This design comes from an exercise in tuning for small area, a short achievable clock period and few clock cycles per item on the open sky130 flow, not from production work. The RTL was checked by simulation tests, not by an equivalence proof against the original design. Power figures rest on the tool's default switching activity, not on a simulated workload.

== v6 ==
// load_store_buffer
module load_store_buffer (
    input  logic       clk,
    input  logic       rst,
    input  logic       dis_valid,
    input  logic [3:0]  dis_op,
    input  logic [3:0] dis_tag,
    input  logic [31:0] dis_vj,
    input  logic [31:0] dis_vk,
    input  logic [31:0] dis_imm,
    input  logic [3:0] dis_qj,
    input  logic [3:0] dis_qk,
    input  logic       alu_cdb_valid,
    input  logic [31:0] alu_cdb_value,
    input  logic [3:0] alu_cdb_tag,
    input  logic       rob_cdb_valid,
    input  logic [31:0] rob_cdb_value,
    input  logic [3:0] rob_cdb_tag,
    input  logic       rob_commit,
    input  logic       mem_ready,
    input  logic [31:0] mem_rdata,
    output logic       mem_request,
    output logic       mem_write,
    output logic [31:0] mem_address,
    output logic [2:0]  mem_size,
    output logic [31:0] mem_wdata,
    output logic       lsb_cdb_valid,
    output logic [31:0] lsb_cdb_value,
    output logic [3:0] lsb_cdb_tag,
    output logic       full
);
For scale: roughly 900 flip-flops, about 330 I/O pins, ~48,000 um^2 of cells after synthesis.
==> flow/config.mk <==
export PLATFORM = sky130hd
export DESIGN_NAME = load_store_buffer
export DESIGN_NICKNAME = load_store_buffer
export VERILOG_FILES = /design/flow/design.v
export SDC_FILE = /design/flow/constraint.sdc
export NUM_CORES = 4
export LEC_CHECK = 0
export CAP_MARGIN = 20
export CORE_MARGIN = 2
export CORE_UTILIZATION = 40
export SETUP_SLACK_MARGIN = 3.0
export SLEW_MARGIN = 20
export TNS_END_PERCENT = 25
==> flow/constraint.sdc <==
create_clock -name core_clock -period 6.0 [get_ports {clk}]
set_input_delay 1.2000 -clock core_clock [delete_from_list [all_inputs] [get_ports {clk}]]
set_output_delay 1.2000 -clock core_clock [all_outputs]
set_load 0.01 [all_outputs]
standard.sh (not shown) runs the stock make flow with config.mk's settings and CLKGATE_MAP_FILE= SYNTH_SCRIPT=/design/flow/synth_recipe.tcl, a recipe that flattens the netlist after the stock synthesis.
==> flow/flow/run.sh <==
#!/bin/bash
# The standard layout (standard.sh, all steps), with the port buffers that
# buffer_ports inserts made plain buf_2 cells instead of the tool's default
# choice (a delay cell); every port is still buffered. Make's full output goes
# to flow_make.log here; ORFS keeps each step's log under orfs/logs.
set -euo pipefail
cd "$(dirname "$0")/.."
bash ./standard.sh "BUFFER_PORTS_ARGS=-buffer_cell sky130_fd_sc_hd__buf_2" finish > flow_make.log 2>&1
Testbench counts of v6, summed over its fixed seeds: cycles 4,956, ops 2,560.
> inputs changed (v6 -> v7)
--- a/flow/design.v
+++ b/flow/design.v
@@ -115,60 +115,62 @@
     logic [31:0] h_vk;
     logic [31:0] h_ai;        
     logic        h_aok;       
     logic        lsb_v;       
     logic [31:0] lsb_val;     
     logic [2:0]  commits;     
     logic        busy;        
     logic        cur_load;    
     logic        cur_word, cur_byte, cur_sb, cur_sh;
     logic [3:0]  cur_tag;
-    logic        h_go;        
-    logic        q_full;      
+    logic        rq_now;      
+    logic        rq_ready;    
+    logic        fl_hold;     
+    logic        fl_ready;    
     logic [31:0] pa, pb;      
     logic        p_base;      
     logic        hv_n, h_aok_n, h_st_n, h_kw_n;
     logic [31:0] h_vj_n;
     logic [N-1:0] qhead_n, jw_n;
     logic [2:0]  qcnt_n, commits_n;
     logic        add_h_n;
     logic move;
-    assign mem_request = h_go && (!busy || mem_ready);
+    assign mem_request = rq_now || (rq_ready && mem_ready);
     assign mem_write   = h_st;
     assign mem_address = h_ai;
     assign mem_size    = (h_op[2:1] == 2'b00 || h_op == 3'd5) ? 3'd1 :
                          (h_op[2:1] == 2'b01 || h_op == 3'd6) ? 3'd2 : 3'd4;
     assign mem_wdata   = h_vk;
-    assign full = q_full && !mem_request;
+    assign full = fl_hold || (fl_ready && !mem_ready);
     assign lsb_v = mem_ready && cur_load;
     load_align i_align (
         .mem_rdata(mem_rdata), .word(cur_word), .byte_op(cur_byte),
         .sign_b(cur_sb), .sign_h(cur_sh), .load_value(lsb_val)
     );
     always_ff @(posedge clk) begin
         if (rst) lsb_cdb_valid <= 1'b0;
         else     lsb_cdb_valid <= lsb_v;
         lsb_cdb_value <= lsb_val;
         lsb_cdb_tag   <= cur_tag;
     end
+    logic busy_n;
     assign commits_n = rst ? 3'd0 : commits + 3'(rob_commit) - 3'(mem_request && h_st);
+    assign busy_n    = rst ? 1'b0 : mem_request ? 1'b1 : mem_ready ? 1'b0 : busy;
     always_ff @(posedge clk) begin
         commits <= commits_n;
+        busy    <= busy_n;
         if (rst) begin
-            busy     <= 1'b0;
             cur_load <= 1'b0;
         end else begin
             if (mem_request) begin
-                busy     <= 1'b1;
                 cur_load <= !h_st;
             end else if (mem_ready) begin
-                busy     <= 1'b0;
                 cur_load <= 1'b0;
             end
         end
     end
     always_ff @(posedge clk) begin
         if (mem_request) begin
             cur_word <= h_op[2];
             cur_byte <= h_op[2:1] == 2'b00;
             cur_sb   <= h_op == 3'd0;
             cur_sh   <= h_op == 3'd2;
@@ -226,33 +228,38 @@
     assign tk_a = move ? mk_a : hk_a;
     assign tk_r = move ? mk_r : hk_r;
     assign tk_l = move ? mk_l : hk_l;
     assign tk_m = move && !(mk_a || mk_r || mk_l);
     assign hv_n    = rst ? 1'b0 : move ? 1'b1 : mem_request ? 1'b0 : hv;
     assign h_aok_n = rst ? 1'b0 : move ? p_base : (add_h && !h_jw) ? 1'b1 : h_aok;
     assign h_st_n  = move ? is_store(m_op) : h_st;
     assign h_kw_n  = move ? m_kw && !(mk_a || mk_r || mk_l) :
                      h_kw && !(hk_a || hk_r || hk_l);
     assign add_h_n = hv_n && !h_aok_n;
+    logic go_n, full_n;
+    assign go_n    = hv_n && h_aok_n && (!h_st_n || (!h_kw_n && commits_n != 3'd0));
+    assign full_n  = hv_n && qcnt_n == 3'd6;
     assign h_vj_n  = (move || hj_a || hj_r || hj_l) ?
                      ({32{tj_a}} & alu_cdb_value) | ({32{tj_r}} & rob_cdb_value) |
                      ({32{tj_l}} & lsb_val) | ({32{tj_m}} & m_vj) : h_vj;
     always_ff @(posedge clk) begin
         hv    <= hv_n;
         h_aok <= h_aok_n;
         h_st  <= h_st_n;
         h_kw  <= h_kw_n;
-        h_go  <= hv_n && h_aok_n && (!h_st_n || (!h_kw_n && commits_n != 3'd0));
+        rq_now   <= go_n && !busy_n;
+        rq_ready <= go_n && busy_n;
+        fl_hold  <= full_n && !go_n;
+        fl_ready <= full_n && go_n && busy_n;
         pa     <= add_h_n ? h_vj_n : r_base ? r_vj : '0;
         pb     <= add_h_n ? (move ? pb : h_ai) : r_ai;
         p_base <= r_base;
-        q_full <= hv_n && qcnt_n == 3'd6;
     end
     always_ff @(posedge clk) begin
         if (move) begin
             h_op <= m_op;
             h_qj <= m_qj;
             h_qk <= m_qk;
             h_jw <= m_jw && !(mj_a || mj_r || mj_l);
         end else begin
             if (hj_a || hj_r || hj_l) h_jw <= 1'b0;
         end
--- outcome ---
- From v6 to v7 the numbers moved as follows: number of antenna violations at the first check in global routing went down 1; power went up 140 uW; clock group share of total power went down 1.1 points; leakage dissipation held; routing usage on met1 went down 0.58 points.
- Min portion of total power attributed to combinational logic across v7 and v6: v6
- For v7, the startpoint of the worst setup timing path was alu_cdb_tag[3], unlike v6, where it was mem_ready.
Testbench counts of v7, summed over its fixed seeds: cycles 4,956, ops 2,560.

## what the ideal ports hide
The results above use ideal ports. As a check the final layouts listed here were re-extracted and re-timed, cells and wires unchanged. Step 1, drivers: a clkbuf_16 drives clk and a buf_2 each remaining input, both assumed. Step 2 moves the port delays by t, midway between the first and last clock arrival at a register: inputs arrive t later, outputs are due t later. That takes back most of the time a late clock gives input paths. Three values: ideal, step 1, step 2; two values: the first two.
| run | t (ns) | slack for setup (ns) | worst register clock-pin slew, ns | pins driven straight from the clock port |
|---|---|---|---|---|
| v6 | 0.770 | 2.669 / 2.624 / 2.001 | 0.07 / 0.07 | 1 |
| v7 | 0.774 | 2.652 / 2.685 / 1.911 | 0.07 / 0.07 | 1 |
After both steps every run listed still meets setup and hold. The setup slack of v7, which loses most, moves by +0.033 ns with the drivers and by -0.741 ns with both steps.
